Context: an optimization exercise on an open-source flow, tuned for small area, a short achievable clock period and few clock cycles per item. The choices shown serve that exercise and are no tape-out recipe. Where RTL was checked, it was by simulation tests only, not by an equivalence proof against the original. No functional check of the RTL was part of run 3. Power and IR drop assume default switching activity.

==> flow/design.v <==
`timescale 1ns / 1ps
module source_line_tokenizer_core (
    input  logic        i_clk,
    input  logic        i_rst_n,
    input  logic        i_in_valid,
    output logic        o_in_ready,
    input  logic [8:0]  i_in_data,
    output logic        o_out_valid,
    input  logic        i_out_ready,
    output logic [44:0] o_out_data
);
    localparam logic [1:0] K_LEXEME = 2'd0;
    localparam logic [1:0] K_DONE   = 2'd1;
    localparam logic [1:0] K_ERROR  = 2'd2;
    localparam logic [3:0] TT_IDENT  = 4'd0;
    localparam logic [3:0] TT_INT    = 4'd1;
    localparam logic [3:0] TT_FLOAT  = 4'd2;
    localparam logic [3:0] TT_STRING = 4'd3;
    localparam logic [3:0] TT_OP     = 4'd4;
    localparam logic [3:0] TT_LBRACE = 4'd5;
    localparam logic [3:0] TT_RBRACE = 4'd6;
    localparam logic [3:0] TT_LPAREN = 4'd7;
    localparam logic [3:0] TT_RPAREN = 4'd8;
    localparam logic [3:0] TT_SEMI   = 4'd9;
    localparam logic [1:0] E_BAD_NUMBER = 2'd0;
    localparam logic [1:0] E_BAD_ESCAPE = 2'd1;
    localparam logic [1:0] E_UNCLOSED   = 2'd2;
    localparam logic [1:0] E_UNEXPECTED = 2'd3;
    localparam logic [3:0] M_IDLE    = 4'd0;
    localparam logic [3:0] M_IDENT   = 4'd1;
    localparam logic [3:0] M_NUMBER  = 4'd2;
    localparam logic [3:0] M_NEG     = 4'd3;
    localparam logic [3:0] M_DBL     = 4'd4;
    localparam logic [3:0] M_STRING  = 4'd5;
    localparam logic [3:0] M_ESCAPE  = 4'd6;
    localparam logic [3:0] M_COMMENT = 4'd7;
    localparam logic [3:0] M_ERROR   = 4'd8;
    localparam logic [3:0] M_CLOSEOP = 4'd9;    
    logic [8:0]  r_h, r_s;
    logic        r_hv, r_se;      
    logic [3:0]  r_mode, n_mode;
    logic [15:0] r_line;
    logic [11:0] r_col, r_tstart;
    logic        r_pline;      
    logic [1:0]  r_dots, n_dots;
    logic        r_lastdot, n_lastdot;
    logic        r_ov;
    logic [1:0]  r_kind;
    logic [3:0]  r_type;
    logic [7:0]  r_byte;
    logic [1:0]  r_err;
    logic        r_last;
    logic [11:0] r_ocol;
    logic [7:0]  c;
    logic        act;
    logic        is_space, is_letter, is_digit, close_consume;
    logic        go, free, triv, take, consume, rv, csel, ts_load, nl;
    logic [1:0]  kind, err;
    logic [3:0]  ty;
    logic [7:0]  byt;
    assign c   = r_h[7:0];
    assign act = r_h[8];
    assign is_space  = (c == 8'd32) || (c == 8'd9) || (c == 8'd12) || (c == 8'd11) || (c == 8'd13);
    assign is_letter = (c >= 8'h61 && c <= 8'h7A) || (c >= 8'h41 && c <= 8'h5A) || (c == 8'h5F);
    assign is_digit  = (c >= 8'h30) && (c <= 8'h39);
    assign close_consume = is_space || (c == 8'h23) || (c == 8'h22);
    assign o_in_ready  = r_se;
    assign take        = i_in_valid && r_se;
    assign o_out_valid = r_ov;
    assign o_out_data  = {r_kind, r_type, r_byte, r_line, r_ocol, r_err, r_last};
    assign free = !r_ov || i_out_ready;
    assign triv = (act && !r_pline && (r_mode == M_IDLE || r_mode == M_COMMENT)) ||
                  (!act && ((r_mode == M_COMMENT) ||
                            (r_mode == M_IDLE && (is_space || c == 8'h23 || c == 8'h22)) ||
                            (r_mode == M_STRING && c == 8'h5C)));
    assign go = r_hv && ((r_mode == M_ERROR) || free || triv);
    always_comb begin
        n_mode    = r_mode;
        n_dots    = r_dots;
        n_lastdot = r_lastdot;
        rv        = 1'b0;
        kind      = K_LEXEME;
        ty        = TT_IDENT;
        byt       = 8'd0;
        err       = 2'd0;
        csel      = 1'b0;
        consume   = 1'b1;
        ts_load   = 1'b0;
        nl        = 1'b0;
        if (act) begin
            nl = 1'b1;
            n_mode = M_IDLE;
            csel = 1'b1;
            case (r_mode)
                M_IDENT: begin
                    rv = 1'b1; kind = K_DONE; ty = TT_IDENT;
                end
                M_NUMBER: begin
                    rv = 1'b1;
                    if (r_lastdot || r_dots == 2'd2) begin
                        kind = K_ERROR; err = E_BAD_NUMBER; n_mode = M_ERROR; nl = 1'b0;
                    end else begin
                        kind = K_DONE; ty = (r_dots == 2'd1) ? TT_FLOAT : TT_INT;
                    end
                end
                M_NEG, M_DBL, M_CLOSEOP: begin
                    rv = 1'b1; kind = K_DONE; ty = TT_OP;
                end
                M_STRING, M_ESCAPE: begin
                    rv = 1'b1; kind = K_ERROR; err = E_UNCLOSED; n_mode = M_ERROR; nl = 1'b0;
                end
                M_ERROR: begin
                    n_mode = M_ERROR; nl = 1'b0;
                end
                default: begin
                end
            endcase
        end else begin
            case (r_mode)
                M_IDENT, M_NUMBER, M_NEG, M_DBL: begin
                    if (r_mode == M_IDENT && (is_letter || is_digit)) begin
                        rv = 1'b1; ty = TT_IDENT; byt = c;
                    end else if ((r_mode == M_NUMBER || r_mode == M_NEG) && is_digit) begin
                        rv = 1'b1; ty = TT_INT; byt = c;
                        n_mode = M_NUMBER;
                        n_lastdot = 1'b0;
                        if (r_mode == M_NEG) n_dots = 2'd0;
                    end else if (r_mode == M_NUMBER && c == 8'h2E) begin
                        rv = 1'b1; ty = TT_INT; byt = c;
                        if (r_dots != 2'd2) n_dots = r_dots + 2'd1;
                        n_lastdot = 1'b1;
                    end else if (r_mode == M_DBL && c == 8'h3D) begin
                        rv = 1'b1; ty = TT_OP; byt = c;
                        n_mode = M_CLOSEOP; consume = 1'b0;
                    end else begin
                        rv = 1'b1; csel = 1'b1; kind = K_DONE;
                        n_mode = (c == 8'h23) ? M_COMMENT : (c == 8'h22) ? M_STRING : M_IDLE;
                        ts_load = (c == 8'h22);
                        consume = close_consume;
                        if (r_mode == M_IDENT) begin
                            ty = TT_IDENT;
                        end else if (r_mode == M_NUMBER) begin
                            if (r_lastdot || r_dots == 2'd2) begin
                                kind = K_ERROR; err = E_BAD_NUMBER; n_mode = M_ERROR;
                                consume = 1'b1;
                            end else begin
                                ty = (r_dots == 2'd1) ? TT_FLOAT : TT_INT;
                            end
                        end else begin
                            ty = TT_OP;
                        end
                    end
                end
                M_CLOSEOP: begin
                    rv = 1'b1; csel = 1'b1; kind = K_DONE; ty = TT_OP; n_mode = M_IDLE;
                end
                M_STRING: begin
                    if (c == 8'h22) begin
                        rv = 1'b1; csel = 1'b1; kind = K_DONE; ty = TT_STRING; n_mode = M_IDLE;
                    end else if (c == 8'h5C) begin
                        n_mode = M_ESCAPE;
                    end else begin
                        rv = 1'b1; ty = TT_STRING; byt = c;
                    end
                end
                M_ESCAPE: begin
                    rv = 1'b1; ty = TT_STRING; n_mode = M_STRING;
                    case (c)
                        8'h74:   byt = 8'd9;
                        8'h72:   byt = 8'd13;
                        8'h6E:   byt = 8'd10;
                        8'h22:   byt = 8'h22;
                        8'h30:   byt = 8'h00;
                        default: begin
                            kind = K_ERROR; ty = TT_IDENT; err = E_BAD_ESCAPE; n_mode = M_ERROR;
                        end
                    endcase
                end
                M_COMMENT, M_ERROR: begin
                end
                default: begin
                    ts_load = 1'b1;
                    byt = c;
                    if (is_space) begin
                    end else if (c == 8'h23) begin
                        n_mode = M_COMMENT;
                    end else if (c == 8'h7B) begin
                        rv = 1'b1; kind = K_DONE; ty = TT_LBRACE; byt = 8'd0;
                    end else if (c == 8'h7D) begin
                        rv = 1'b1; kind = K_DONE; ty = TT_RBRACE; byt = 8'd0;
                    end else if (c == 8'h28) begin
                        rv = 1'b1; kind = K_DONE; ty = TT_LPAREN; byt = 8'd0;
                    end else if (c == 8'h29) begin
                        rv = 1'b1; kind = K_DONE; ty = TT_RPAREN; byt = 8'd0;
                    end else if (c == 8'h3B) begin
                        rv = 1'b1; kind = K_DONE; ty = TT_SEMI; byt = 8'd0;
                    end else if (is_letter) begin
                        rv = 1'b1; ty = TT_IDENT; n_mode = M_IDENT;
                    end else if (is_digit) begin
                        rv = 1'b1; ty = TT_INT; n_mode = M_NUMBER;
                        n_dots = 2'd0; n_lastdot = 1'b0;
                    end else if (c == 8'h2D) begin
                        rv = 1'b1; ty = TT_OP; n_mode = M_NEG;
                    end else if (c == 8'h22) begin
                        n_mode = M_STRING;
                    end else if (c == 8'h3D || c == 8'h21) begin
                        rv = 1'b1; ty = TT_OP; n_mode = M_DBL;
                    end else if (c == 8'h2B || c == 8'h2A || c == 8'h2F) begin
                        rv = 1'b1; ty = TT_OP; n_mode = M_CLOSEOP; consume = 1'b0;
                    end else begin
                        rv = 1'b1; kind = K_ERROR; err = E_UNEXPECTED; byt = 8'd0;
                        n_mode = M_ERROR;
                    end
                end
            endcase
        end
    end
    always_ff @(posedge i_clk) begin
        if (!i_rst_n) begin
            r_hv      <= 1'b0;
            r_se      <= 1'b1;
            r_mode    <= M_IDLE;
            r_line    <= 16'd1;
            r_col     <= 12'd1;
            r_pline   <= 1'b0;
            r_ov      <= 1'b0;
        end else begin
            if (go && consume) begin
                r_hv <= !r_se || take;
                r_se <= 1'b1;
            end else if (take) begin
                r_hv <= 1'b1;
                r_se <= !r_hv;
            end
            if (go && r_mode != M_ERROR) begin
                r_mode  <= n_mode;
                if (consume && act && nl) r_pline <= 1'b1;
                else if (free) r_pline <= 1'b0;
                if (free && r_pline && r_line != 16'hFFFF) r_line <= r_line + 16'd1;
                if (consume) begin
                    if (act) r_col <= 12'd1;
                    else if (r_col != 12'hFFF) r_col <= r_col + 12'd1;
                end
            end
            if (go && r_mode != M_ERROR && rv) begin
                r_ov <= 1'b1;
            end else if (i_out_ready) begin
                r_ov <= 1'b0;
            end
        end
    end
    always_ff @(posedge i_clk) begin
        if (r_se) r_s <= i_in_data;
        if (!r_hv || (go && consume)) r_h <= r_se ? i_in_data : r_s;
    end
    always_ff @(posedge i_clk) begin
        if (go && r_mode != M_ERROR) begin
            r_dots    <= n_dots;
            r_lastdot <= n_lastdot;
            if (ts_load) r_tstart <= r_col;
        end
    end
    always_ff @(posedge i_clk) begin
        if (!r_ov || i_out_ready) begin
            r_kind <= kind;
            r_type <= ty;
            r_byte <= byt;
            r_err  <= err;
            r_last <= consume;
            r_ocol <= csel ? r_tstart : r_col;
        end
    end
endmodule
==> flow/flow/run.sh <==
#!/bin/bash
# Standard layout with plain buffers on the ports. Each step's full log
# stays in orfs/logs/; make's output goes to standard.log.
set -euo pipefail
bash standard.sh "BUFFER_PORTS_ARGS=-buffer_cell sky130_fd_sc_hd__buf_4" finish > standard.log 2>&1
==> flow/standard.sh <==
#!/bin/bash
# synth_recipe.tcl (not shown) runs the flow's synth.tcl, then flattens the netlist and writes it again
# the make line also repeats each setting of config.mk as NAME=value (left out here)
make -C /OpenROAD-flow-scripts/flow DESIGN_CONFIG=/design/flow/config.mk WORK_HOME=/design/flow/orfs CLKGATE_MAP_FILE= SYNTH_SCRIPT=/design/flow/synth_recipe.tcl "${@:-finish}"
==> flow/config.mk <==
export PLATFORM = sky130hd
export DESIGN_NAME = source_line_tokenizer_core
export DESIGN_NICKNAME = source_line_tokenizer_core
export VERILOG_FILES = /design/flow/design.v
export SDC_FILE = /design/flow/constraint.sdc
export NUM_CORES = 4
export LEC_CHECK = 0
export ABC_AREA = 1
export CAP_MARGIN = 20
export CORE_MARGIN = 2
export CORE_UTILIZATION = 60
export GPL_TIMING_DRIVEN = 0
export PLACE_DENSITY = 0.72
export SETUP_SLACK_MARGIN = 5
export SLEW_MARGIN = 20
export TNS_END_PERCENT = 5
==> flow/constraint.sdc <==
create_clock -name core_clock -period 7.5 [get_ports {i_clk}]
set_input_delay 1.5000 -clock core_clock [delete_from_list [all_inputs] [get_ports {i_clk}]]
set_output_delay 1.5000 -clock core_clock [all_outputs]
set_load 0.01 [all_outputs]
==> out/metrics.cfg, run 1 <==
[worst_setup_path]
r2r-start = r_h[5]
crit_top_cell = nand2_2
worstSetupEndpointType = register
critPathBufInv = 4
required_ps = 7650
critPathLaunchType = register
critPathKind = register to register
r2r_slack_ps = 4950
cp_top_family = simple AND/OR/NAND/NOR gates
r2r-end = r_byte[6]
worstPathArrival_ps = 2690
slowest_delay_ps = 460
rr_worst_depth = 14
path_cells = buf_4, nand2_1, nor2_4, nand2_2, inv_2, nand2_2, nand2_2, nor2_1, nand2_2, nor2_1, inv_1, o21ai_0, or2_1, inv_1
crit_path_max_fanout = 4
critPathSlowestCell = edfxtp_1

[clocking]
cts_max_level = 3
cts_tree = done
numCtsBuffers = 9
ctsHoldBuffers = 0
clock-sinks = 98
clock_latency_ps = 370
clk_pin_slew_ps = 100
clockBufferDepth = 2
cts_root_buf = clkbuf_8

[logic_synthesis]
synthFlopType = edfxtp_1
syn_nets = 723
synth.area.top_cells = edfxtp_1 (30%), dfxtp_1 (17%), nand2_1 (12%), nor2_1 (6.3%), inv_1 (5.2%)
yosysTopAreaCell = edfxtp_1
synthArstFlopShare_pct = 0
ys_types = 45
synthCells = 706
synth_top_area_share_pct = 29.5
synth_area_sq_um = 5390
synth_warnings = 1
synth-seq-area-share_pct = 46.3
avgSynthCellArea_sq_um = 7.63
synth_edf_count = 53
synth-seq-cells = 98

[cells_and_area]
design_area_sq_um = 6450
final.fill_count = 662
diodes = 0
drive_gt1_share_pct = 20.5
final_cell_mix = nand2_1 (176), nor2_1 (87), buf_4 (79), inv_1 (72), edfxtp_1 (53)
syn_to_final_growth_pct = 19.7
final_cells = 909
mostFrequentLayoutCell = nand2_1
final_nets = 813

[sta]
relSlewSlack_pct = 57.0
fin_tns_setup_ps = 0
setup_ws_ps = 4950
setup_viol = 0
worst_slew_pin_slew_ps = 646
skew_ps = 11.7
rsz0062_at_grt = yes
min_period_ps = 2550
finalMaxSlewViolations = 0
hold_viol_final = 0
worst_hold_slack_ps = 458
fin_crit_sh_pct = 34.0
max_freq_ghz = 0.392

[flow_run]
maxCapViolCount = 0

[pwr]
peakVddDrop_mv = 0.169
p_leak_nw = 2.82
power_density_nw_per_um2 = 255

[detailed_routing]
drtPass1Iterations = 5
routedWlPerCell_microns = 16.5
wirelength_mm = 15.0
vias = 5298
drc_errors = 0
ant_nets = 0
viasPerCell = 5.83
drt_iter0_markers = 539

[floorplanning]
die_y_microns = 98.8
initial_utilization_pct = 61.8
fp.dieArea_sq_um = 9750
rows = 34
core_sq_um = 8720
die_w_microns = 98.8
pin_count = 60

[place]
postPlaceCellArea_sq_um = 6020
place_ws_ps = 4100
place.port_buffers = 58
post-dp-hpwl_mm = 11.0
gp_congestion = 0.957
dpl.cell_count = 872

[global_routing]
grt_pass1_wl_mm = 23.6
track_usage_pct = 30.6
antenna_found_initial = 0
grt_max_degree = 19
grt_pass1_vias = 4814
grt_overflow = 0

[hold_path]
hold_start = r_s[7]
hold_depth = 2
min_to = r_s[7]
hold_class = register to register

[status]
status = no timing/DRC/antenna violations

-- Yosys cell counts, types with 2 or more instances --
| cell | instances |
|---|---|
| buf_4 | 3 |
| nor2_1 | 91 |
| ha_1 | 4 |
| buf_6 | 3 |
| clkinv_1 | 2 |
| inv_1 | 74 |
| o21ai_0 | 31 |
| mux2_4 | 4 |
| buf_2 | 2 |
| nor4_1 | 7 |
| nand2_1 | 179 |
| xor2_1 | 8 |
| nor3b_1 | 3 |
| a22oi_1 | 2 |
| inv_2 | 9 |
| xnor2_1 | 2 |
| a211oi_1 | 2 |
| clkbuf_1 | 11 |
| a21oi_1 | 38 |
| or2_2 | 3 |
| o21ai_1 | 4 |
| edfxtp_1 | 53 |
| a31oi_1 | 6 |
| nand3_1 | 46 |
| nand3_2 | 3 |
| dfxtp_1 | 45 |
| nor2_4 | 2 |
| nand2_2 | 10 |
| nor3_2 | 2 |
| nor2_2 | 8 |
| nand4_1 | 20 |
| nor3_1 | 16 |
-- logic make-up after synthesis --
family	Yosys count	share of synthesized area, %
and+or+nand+nor	393	32.5
buffers and inverters	105	7.99
DFF	98	46.3
AOI/OAI and AO/OA	92	9.59
xor gates and xnor gates	10	1.63
muxes	4	1.11
adders and majority gates	4	0.929
-- registers in the layout (all words and copies together) (netlist names) --
register / flops
r_err: 2
r_s: 9
r_pline: 1
r_tstart: 12
r_mode: 4
r_byte: 8
r_hv: 1
r_se: 1
r_ov: 1
r_type: 4
r_dots: 2
r_ocol: 12
r_lastdot: 1
r_kind: 2
r_col: 12
r_line: 16
r_last: 1
r_h: 9
-- metrics by stage --
| step | power (mW) | utilization, % |
|---|---|---|
| 3_3_place_gp | 1.20 | 69.1 |
| 6_report | 1.65 | 74.0 |
| 4_1_cts | 1.61 | 72.1 |
| 3_5_place_dp | 1.22 | 69.1 |
| 5_1_grt | 1.72 | 74.0 |
| 2_1_floorplan | 1.04 | - |
-- report_power, final --
group	total, mW	switching [mW]	leakage [nW]	internal, mW
Clock	0.397	0.203	0.114	0.194
Sequential	0.705	0.0406	0.919	0.664
Combinational	0.545	0.340	1.78	0.205
Total	1.65	0.584	2.82	1.06
-- repair_timing --
item | CTS | global route
endpoints found under the setup margin | 51 | 81
gates resized for setup | 0 | 11
pin swaps | 1 | 4
cloned | 1 | 1
hold endpoints to repair | 0 | 0
setup buffers | 3 | 16
-- cell type report --
type,instances,area (sq um),share of cell area [%]
multi-input combinational,503,2540,39.4
sequential,98,2490,38.6
timing repair buffer,78,587,9.10
inverter,85,323,5.00
tap,108,135,2.09
buffer,20,128,1.98
clock buffer,9,124,1.92
clock inverter,7,110,1.71
timing repair inverter,1,7.51,0.116
-- layer usage --
layer  up-vias  global-route usage, %  wire length, microns
met5         -                      0                     0
met4         0                   12.3                   323
met3        27                   5.04                  1410
met2       305                   46.8                  6760
met1      2445                   43.6                  6500
li1       2521                      -                     -
-- worst register-to-register path, delay by kind of cell (launching register included) --
family | cells | cell delay, ps
compound gates | 1 | 360
buf+inv | 4 | 370
flops | 1 | 460
simple gates | 9 | 1140
-- how the worst max path moves through the flow --
stage | from | to | slack, ps | depth (start not counted)
final | r_h[5] | r_byte[6] | 4950 | 14
after global routing | r_h[4] | r_ocol[10] | 4810 | 14
after CTS | r_h[3] | r_tstart[3] | 4810 | 12
after detailed placement | i_out_ready | r_line[14] | 4100 | 10
after global placement | i_out_ready | r_line[14] | 4220 | 9
after floorplan | i_out_ready | r_line[14] | 4630 | 8
Testbench counts, summed over its fixed seeds: cycles 36,118, items 32,063.
==> run 2: changes to the inputs <==
==> flow/run.sh (new file) <==
#!/bin/bash
# synth_recipe.tcl (not shown) runs the flow's synth.tcl, then flattens the netlist and writes it again
# the make line also repeats each setting of config.mk as NAME=value (left out here)
make -C /OpenROAD-flow-scripts/flow DESIGN_CONFIG=/design/flow/config.mk WORK_HOME=/design/flow/orfs CLKGATE_MAP_FILE= SYNTH_SCRIPT=/design/flow/synth_recipe.tcl finish
removed: flow/flow/run.sh
removed: flow/standard.sh
==> run 2 against run 1 <==
- fmax hardly changed
- still clean
- worst setup slack worse by 1.1 ps
- clock skew hardly changed
- via count is 1.4% higher
- hold slack worse by 2.6 ps
- largest cell class unchanged
==> out/metrics.cfg, run 2 <==
[clocking]
cts_tree = done
numCtsBuffers = 9  ; unchanged
clock_latency_ps = 380  ; about the same
cts_root_buf = clkbuf_8
clock-sinks = 98  ; unchanged
cts_max_level = 3  ; unchanged
clk_pin_slew_ps = 100  ; about the same
clockBufferDepth = 2  ; unchanged

[cells_and_area]
design_area_sq_um = 6610  ; +2.4%
drive_gt1_share_pct = 15.6  ; -4.8 points
mostFrequentLayoutCell = nand2_1
largest_reg_flops = 16  ; unchanged
fin_util_pct = 75.8  ; +1.8 points
final_nets = 811  ; -0.25%
syn_to_final_growth_pct = 22.7
final_cell_mix = nand2_1 (176), nor2_1 (85), inv_1 (72), edfxtp_1 (53), nand3_1 (45)
final.fill_count = 661  ; -0.15%
diodes = 0  ; unchanged
largest-register = r_line

[logic_synthesis]
synth_edf_count = 53  ; unchanged
synth-seq-cells = 98  ; unchanged
yosysTopAreaCell = edfxtp_1
synth.area.top_cells = edfxtp_1 (30%), dfxtp_1 (17%), nand2_1 (12%), nor2_1 (6.3%), inv_1 (5.2%)
syn_nets = 723  ; unchanged
synth_compound_area_share_pct = 9.59  ; unchanged
synth_area_sq_um = 5390  ; unchanged
yosys-top-cells-count = nand2_1 (179), nor2_1 (91), inv_1 (74), edfxtp_1 (53), nand3_1 (46)
yosys.area_share.simple_pct = 32.5  ; unchanged
synthAdderAreaFrac_pct = 0.929  ; unchanged
synthCells = 706  ; unchanged
synthFlopType = edfxtp_1
synth_top_area_share_pct = 29.5  ; unchanged
synth-seq-area-share_pct = 46.3  ; unchanged
synth_warnings = 1  ; unchanged
synth_most_common_cell = nand2_1
ys_types = 45  ; unchanged
synthXorXnorAreaFrac_pct = 1.63  ; unchanged
synth_top_family_by_area = simple AND/OR/NAND/NOR gates
synthMuxAreaShare_pct = 1.11  ; unchanged
synthArstFlopShare_pct = 0  ; unchanged
avgSynthCellArea_sq_um = 7.63  ; unchanged

[global_routing]
grt_pass1_wl_mm = 24.2  ; +2.3%
antenna_found_initial = 0  ; unchanged
grt_max_degree = 19  ; unchanged
track_usage_pct = 31.1  ; +0.52 points
grt_pass1_vias = 4868  ; +1.1%
grt_overflow = 0  ; unchanged

[sta]
skew_ps = 12.1  ; +0.368 ps
max_freq_ghz = 0.392  ; about the same
worst_slew_pin_slew_ps = 652  ; +6.39 ps
hold_viol_final = 0  ; unchanged
fin_tns_setup_ps = 0  ; unchanged
relSlewSlack_pct = 56.5  ; -0.43 points
fin_crit_sh_pct = 34.0  ; about the same
min_period_ps = 2550  ; +1.12 ps
finalMaxSlewViolations = 0  ; unchanged
rsz0062_at_grt = yes
setup_viol = 0  ; unchanged
worst_hold_slack_ps = 456  ; -2.65 ps

[detailed_routing]
drtPass1Iterations = 5  ; unchanged
drt_iter0_markers = 598  ; +11%
wirelength_mm = 15.4  ; +2.7%
vias = 5371  ; +1.4%
drc_errors = 0  ; unchanged
ant_nets = 0  ; unchanged
viasPerCell = 5.92  ; +1.6%
routedWlPerCell_microns = 17.0  ; +3.0%

[worst_setup_path]
critPathLaunchType = register
worstSetupEndpointType = primary output
path_cells = dlygate4sd2_1
critPathSlowestCell = dfxtp_1
crit_path_max_fanout = 3  ; -1
r2r-start = r_h[4]
required_ps = 6000  ; -1650 ps
critPathKind = register to primary output
worstPathArrival_ps = 1050  ; -1640 ps
cp_top_family = flip-flops
cp-startpoint = r_line[14]
critPathBufInv = 1  ; -3
slowest_delay_ps = 380  ; -80 ps

[floorplanning]
pin_count = 60  ; unchanged
rows = 34  ; unchanged
die_w_microns = 98.8  ; unchanged
core_sq_um = 8720  ; unchanged
initial_utilization_pct = 61.8  ; unchanged
fp.dieArea_sq_um = 9750  ; unchanged
die_y_microns = 98.8  ; unchanged

[pwr]
power_density_nw_per_um2 = 243  ; -4.8%
p_leak_nw = 2.90  ; +2.9%
power.total_mw = 1.61  ; -2.5%
peakVddDrop_mv = 0.178  ; +5.5%

[hold_path]
hold_start = r_s[2]
hold_class = register to register

[place]
postPlaceCellArea_sq_um = 6170  ; +2.4%
post-dp-hpwl_mm = 11.1  ; +0.87%
place.port_buffers = 58  ; unchanged
gp_congestion = 0.980  ; +2.4%

[status]
status = no timing/DRC/antenna violations

[flow_run]
maxCapViolCount = 0  ; unchanged

-- run 2: repair_timing --
item | in CTS | in global routing
pin swaps | 4 | 6
gates cloned | 2 | 0
hold buffers | 0 | 0
gates resized for setup | 74 | 38
endpoints found under the setup margin | 139 | 120
buffers inserted | 7 | 10
-- run 2: cell type report --
type,count,area (sq um),area share [%]
repair inverters,1,7.51,0.114
well taps,108,135,2.04
multi-input cells,503,2600,39.4
repair buffers,76,681,10.3
clock inverters,7,86.3,1.31
clock buffers,9,124,1.87
flip-flops and latches,98,2510,38.0
inverters,85,327,4.94
plain buffers,20,133,2.01
-- run 2: logic make-up (layout without fill, tap and decap cells) --
| kind of cell | count (synthesis) | in the layout |
|---|---|---|
| compound gates | 92 | 92 |
| flops | 98 | 98 |
| xor+xnor | 10 | 10 |
| mux | 4 | 4 |
| buf+inv | 105 | 198 |
| simple gates | 393 | 393 |
| fa+ha+maj | 4 | 4 |
-- run 2: routing by layer --
metal | track usage, % | up-vias | wire length [microns]
met1 | 44.4 | 2505 | 6710
li1 | - | 2512 | -
met3 | 5.89 | 41 | 1400
met4 | 11.0 | 0 | 412
met2 | 47.8 | 313 | 6870
met5 | 0 | - | 0
-- run 2: worst paths after layout --
path                            depth (start not counted)  slack [ps]        endpoint
worst min register to register                          2         460          r_s[2]
worst min-delay path                                    2         460          r_s[2]
worst max register to register                         12        5040    r_tstart[11]
worst max-delay path                                    1        4950  o_out_data[29]
-- run 2: power breakdown --
part	leakage, nW	switching [mW]	internal [mW]
clock	0.103	0.208	0.161
sequential	0.924	0.0399	0.663
combinational	1.87	0.338	0.197
-- run 2: through the flow --
step / cells / worst slack [ps]
2_1_floorplan: 706 / 4630
3_3_place_gp: 872 / 3860
3_5_place_dp: 872 / 3740
4_1_cts: 897 / 4940
5_1_grt: 907 / 4920
6_report: 907 / 4950
==> run 3: changes to the inputs <==
--- a/flow/design.v
+++ b/flow/design.v
@@ -43,2 +43,4 @@
     logic [11:0] r_col, r_tstart;
+    logic        r_sw;
+    logic [1:0]  r_cp;
     logic        r_pline;      
@@ -52,3 +54,2 @@
     logic        r_last;
-    logic [11:0] r_ocol;
     logic [7:0]  c;
@@ -56,2 +57,4 @@
     logic        is_space, is_letter, is_digit, close_consume;
+    logic [11:0] last_col, cur_col;
+    logic [12:0] col_inc;
     logic        go, free, triv, take, consume, rv, csel, ts_load, nl;
@@ -69,9 +72,21 @@
     assign o_out_valid = r_ov;
-    assign o_out_data  = {r_kind, r_type, r_byte, r_line, r_ocol, r_err, r_last};
+    assign o_out_data  = {r_kind, r_type, r_byte, r_line, r_col, r_err, r_last};
     assign free = !r_ov || i_out_ready;
-    assign triv = (act && !r_pline && (r_mode == M_IDLE || r_mode == M_COMMENT)) ||
-                  (!act && ((r_mode == M_COMMENT) ||
-                            (r_mode == M_IDLE && (is_space || c == 8'h23 || c == 8'h22)) ||
-                            (r_mode == M_STRING && c == 8'h5C)));
+    assign triv = r_sw &&
+                  ((act && !r_pline && (r_mode == M_IDLE || r_mode == M_COMMENT)) ||
+                   (!act && ((r_mode == M_COMMENT) ||
+                             (r_mode == M_IDLE && (is_space || c == 8'h23 || c == 8'h22)))));
     assign go = r_hv && ((r_mode == M_ERROR) || free || triv);
+    localparam logic [1:0] CP_SAME = 2'd0;
+    localparam logic [1:0] CP_INC  = 2'd1;
+    localparam logic [1:0] CP_ONE  = 2'd2;
+    assign last_col = r_sw ? r_tstart : r_col;
+    assign col_inc  = {1'b0, last_col} + 13'd1;
+    always_comb begin
+        case (r_cp)
+            CP_INC:  cur_col = col_inc[11:0] | {12{col_inc[12]}};
+            CP_ONE:  cur_col = 12'd1;
+            default: cur_col = last_col;
+        endcase
+    end
     always_comb begin
@@ -224,2 +239,4 @@
             r_col     <= 12'd1;
+            r_sw      <= 1'b0;
+            r_cp      <= CP_SAME;
             r_pline   <= 1'b0;
@@ -239,5 +256,11 @@
                 if (free && r_pline && r_line != 16'hFFFF) r_line <= r_line + 16'd1;
-                if (consume) begin
-                    if (act) r_col <= 12'd1;
-                    else if (r_col != 12'hFFF) r_col <= r_col + 12'd1;
+                r_cp <= !consume ? CP_SAME : (act ? CP_ONE : CP_INC);
+                if (free) begin
+                    if (rv && csel) begin
+                        r_col <= r_tstart;
+                        r_sw  <= 1'b1;
+                    end else begin
+                        r_col <= cur_col;
+                        r_sw  <= 1'b0;
+                    end
                 end
@@ -259,3 +282,3 @@
             r_lastdot <= n_lastdot;
-            if (ts_load) r_tstart <= r_col;
+            if (ts_load || (rv && csel) || !free) r_tstart <= cur_col;
         end
@@ -269,3 +292,2 @@
             r_last <= consume;
-            r_ocol <= csel ? r_tstart : r_col;
         end
==> flow/flow/run.sh (new file) <==
#!/bin/bash
# Standard layout with plain buffers on the ports. Each step's full log
# stays in orfs/logs/; make's output goes to standard.log.
set -euo pipefail
bash standard.sh "BUFFER_PORTS_ARGS=-buffer_cell sky130_fd_sc_hd__buf_2" finish > standard.log 2>&1
==> flow/standard.sh (new file) <==
#!/bin/bash
# synth_recipe.tcl (not shown) runs the flow's synth.tcl, then flattens the netlist and writes it again
# the make line also repeats each setting of config.mk as NAME=value (left out here)
make -C /OpenROAD-flow-scripts/flow DESIGN_CONFIG=/design/flow/config.mk WORK_HOME=/design/flow/orfs CLKGATE_MAP_FILE= SYNTH_SCRIPT=/design/flow/synth_recipe.tcl "${@:-finish}"
--- a/flow/config.mk
+++ b/flow/config.mk
@@ -11,3 +11,2 @@
 export CORE_UTILIZATION = 60
-export GPL_TIMING_DRIVEN = 0
 export PLACE_DENSITY = 0.72
removed: flow/run.sh
==> run 3 against run 2 <==
- still clean on timing, DRC and antenna
- power increased by 1.7%
- first-iteration DRC count decreased by 9.5%
- clock skew increased by 8.9 ps
- core utilization decreased by 5.1 points
- synthesized cell count increased by 18%
- hold slack got worse by 7.3 ps
- critical path type is now input port to register
- critical endpoint is now r_dots[1]
- highest routed layer unchanged
==> out/metrics.cfg, run 3 <==
[worst_setup_path]
r2r_slack_ps = 5040  ; about the same
r2r-end = r_dots[1]
worstPathArrival_ps = 2550  ; +1500 ps
slowest_delay_ps = 180  ; -200 ps
worstSetupEndpointType = register
crit_path_max_fanout = 21  ; +18
critPathLaunchType = input port
critPathKind = input port to register
rr_worst_depth = 14  ; +2
critPathSlowestCell = nor2_4
required_ps = 7550  ; +1550 ps
r2r-start = r_h[3]
crit_top_cell = nor2_4
path_cells = buf_2, nor2_4, inv_8, nor2_1, nand2_1, nand3_4, nor2_4, inv_1, nor3_2

[sta]
setup_ws_ps = 4990  ; +43.8 ps
skew_ps = 21.0  ; +8.91 ps
worst_hold_slack_ps = 448  ; -7.31 ps
rsz0062_at_grt = yes
hold_viol_final = 0  ; unchanged
worst_slew_pin_slew_ps = 716  ; +64.0 ps
relSlewSlack_pct = 52.2  ; -4.3 points
max_freq_ghz = 0.399  ; +1.7%
min_period_ps = 2510  ; -43.8 ps
fin_crit_sh_pct = 33.4  ; -0.58 points
setup_viol = 0  ; unchanged
finalMaxSlewViolations = 0  ; unchanged
fin_tns_setup_ps = 0  ; unchanged

[flow_run]
maxCapViolCount = 0  ; unchanged

[cells_and_area]
final_nets = 925  ; +14%
final_cell_mix = nand2_1 (236), inv_1 (106), nand3_1 (86), nor2_1 (76), buf_2 (59)
drive_gt1_share_pct = 18.6  ; +2.9 points
seqCellArea_sq_um = 2200  ; -13%
multiInputGateArea_sq_um = 2950  ; +14%
mostFrequentLayoutCell = nand2_1
largest-register = r_line
diodes = 0  ; unchanged
final_cells = 1022  ; +13%
final.fill_count = 769  ; +16%
largest_reg_flops = 16  ; unchanged
reg.largest.list = r_line (16), r_col (12), r_tstart (12)
syn_to_final_growth_pct = 14.8

[logic_synthesis]
synth_top_area_share_pct = 21.7  ; -7.8 points
synthCells = 830  ; +18%
avgSynthCellArea_sq_um = 6.82  ; -11%
synth-seq-cells = 89  ; -9.2%
synth.area.top_cells = edfxtp_1 (22%), dfxtp_1 (17%), nand2_1 (16%), nand3_1 (7.7%), inv_1 (7.2%)
synth_edf_count = 41  ; -23%
synth_most_common_cell = nand2_1
ys_types = 40  ; -11%
yosysTopAreaCell = edfxtp_1
synth-seq-area-share_pct = 38.7  ; -7.6 points
synthArstFlopShare_pct = 0  ; unchanged
synthFlopType = dfxtp_1
synth_warnings = 1  ; unchanged
yosys-top-cells-count = nand2_1 (237), inv_1 (109), nand3_1 (87), nor2_1 (79), dfxtp_1 (48)
syn_nets = 849  ; +17%
synth_area_sq_um = 5660  ; +5.1%

[pwr]
p_leak_nw = 3.10  ; +6.8%
power_density_nw_per_um2 = 252  ; +3.5%
peakVddDrop_mv = 0.154  ; -13%

[global_routing]
grt_max_degree = 28  ; +9
grt_pass1_wl_mm = 24.7  ; +2.3%
track_usage_pct = 30.3  ; -0.78 points
grt_pass1_vias = 5191  ; +6.6%
grt_overflow = 0  ; unchanged
antenna_found_initial = 0  ; unchanged

[floorplanning]
initial_utilization_pct = 61.6  ; -0.20 points
die_w_microns = 101  ; +2.4%
fp.dieArea_sq_um = 10200  ; +4.9%
pin_count = 60  ; unchanged
core_sq_um = 9200  ; +5.5%
rows = 35  ; +2.9%
die_y_microns = 101  ; +2.4%

[detailed_routing]
drtPass1Iterations = 5  ; unchanged
viasPerCell = 5.79  ; -2.2%
ant_nets = 0  ; unchanged
wirelength_mm = 15.8  ; +2.5%
drt_iter0_markers = 541  ; -9.5%
vias = 5916  ; +10%
routedWlPerCell_microns = 15.4  ; -9.1%
drc_errors = 0  ; unchanged

[clocking]
cts_root_buf = clkbuf_8
clk_pin_slew_ps = 100  ; about the same
cts_max_level = 3  ; unchanged
clock-sinks = 89  ; -9.2%
numCtsBuffers = 9  ; unchanged
clockBufferDepth = 2  ; unchanged
clock_latency_ps = 360  ; -20 ps
cts_tree = done
ctsHoldBuffers = 0  ; unchanged

[status]
status = no timing/DRC/antenna violations

[place]
gp_congestion = 0.981  ; +0.10%
dpl.cell_count = 976  ; +12%
post-dp-hpwl_mm = 11.2  ; +1.7%
place.port_buffers = 59  ; +1.7%
place_ws_ps = 4100  ; +360 ps

[hold_path]
hold_class = register to register
min_to = r_s[0]
hold_depth = 2  ; unchanged
hold_start = r_s[0]

[run 3: report_power, final]
| part | switching (mW) | leakage, nW | total, mW | internal [mW] |
|---|---|---|---|---|
| Combinational | 0.434 | 2.17 | 0.664 | 0.230 |
| Clock | 0.202 | 0.0966 | 0.333 | 0.131 |
| Sequential | 0.0408 | 0.824 | 0.638 | 0.597 |
| Total | 0.677 | 3.10 | 1.64 | 0.958 |
[run 3: critical path, delay by kind of cell]
family	cells	cell delay, ps
AND/OR/NAND/NOR	6	740
buffers and inverters	3	320
[run 3: how the worst max path moves through the flow]
stage,from,end,slack [ps],cells past startpoint
2_1_floorplan,i_out_ready,r_tstart[0],4910,6
3_3_place_gp,i_out_ready,r_line[10],4190,10
3_5_place_dp,i_out_ready,r_line[10],4100,10
4_1_cts,r_h[3],r_col[10],4870,13
5_1_grt,r_h[7],r_hv,4890,16
6_report,i_out_ready,r_dots[1],4990,9
[run 3: cells by family after synthesis]
logic type	synth area share (%)
simple gates	37.1
buf+inv	10.5
compound gates	11.4
flops	38.7
xor+xnor	0.928
fa+ha+maj	1.33
[run 3: layer usage]
layer  share of wire [%]  global-route usage, %
met1                  45                   45.2
met2                  44                   46.5
met3                 9.6                   4.14
met4                 1.5                   8.21
met5                   0                      0
[run 3: stage by stage]
stage | utilization, % | area [sq um] | total power, mW
final | 70.7 | 6500 | 1.64
after global routing | 70.7 | 6500 | 1.72
after CTS | 68.6 | 6310 | 1.56
after detailed placement | 65.3 | 6010 | 1.21
after global placement | 65.3 | 6010 | 1.20
after floorplan | - | 5720 | 1.07
[run 3: timing repair]
action                                  in CTS  in global routing
resized for setup                            9                  8
endpoints found under the setup margin      68                 67
hold endpoints to repair                     0                  0
buffers inserted                             9                 21
pin swaps                                    2                  4
[run 3: final cells by class]
type | instances | area share [%]
Inverter | 118 | 7.20
Tap cell | 111 | 2.14
Sequential cell | 89 | 33.8
Multi-Input combinational cell | 598 | 45.5
Clock buffer | 9 | 1.91
Timing Repair Buffer | 90 | 8.38
Clock inverter | 7 | 1.12

-- separate check: timing with driven ports --
The flow's constraints put no driver on any port. The routed layouts listed below were extracted and timed again, unchanged, in two steps.
Step 1: set_driving_cell puts a clkbuf_16 on i_clk and a buf_2 on each other input, an assumption about the parent block.
Step 2 adds t to the input delays and takes it off the output delays; t is the mean of the earliest and latest rising clock arrival at the registers after step 1. Input paths then give back, and output paths get back, about the clock's delay inside the block.
Three values: ideal, step 1, step 2; two values: the first two.
run	t (ns)	setup WS [ns]	worst setup path after step 2	clock arrival spread, ns	worst slew at a driven data input, ns
run 1	0.404	4.951 / 4.942 / 4.596	input to register	0.012 / 0.012	0.04
run 2	0.412	4.950 / 4.914 / 4.569	input to register	0.012 / 0.012	0.03
run 3	0.388	4.994 / 4.972 / 4.620	input to register	0.021 / 0.021	0.03
After both steps every run listed still meets setup and hold. The setup slack of run 2, which loses most, moves by -0.036 ns with the drivers and by -0.381 ns with both steps.
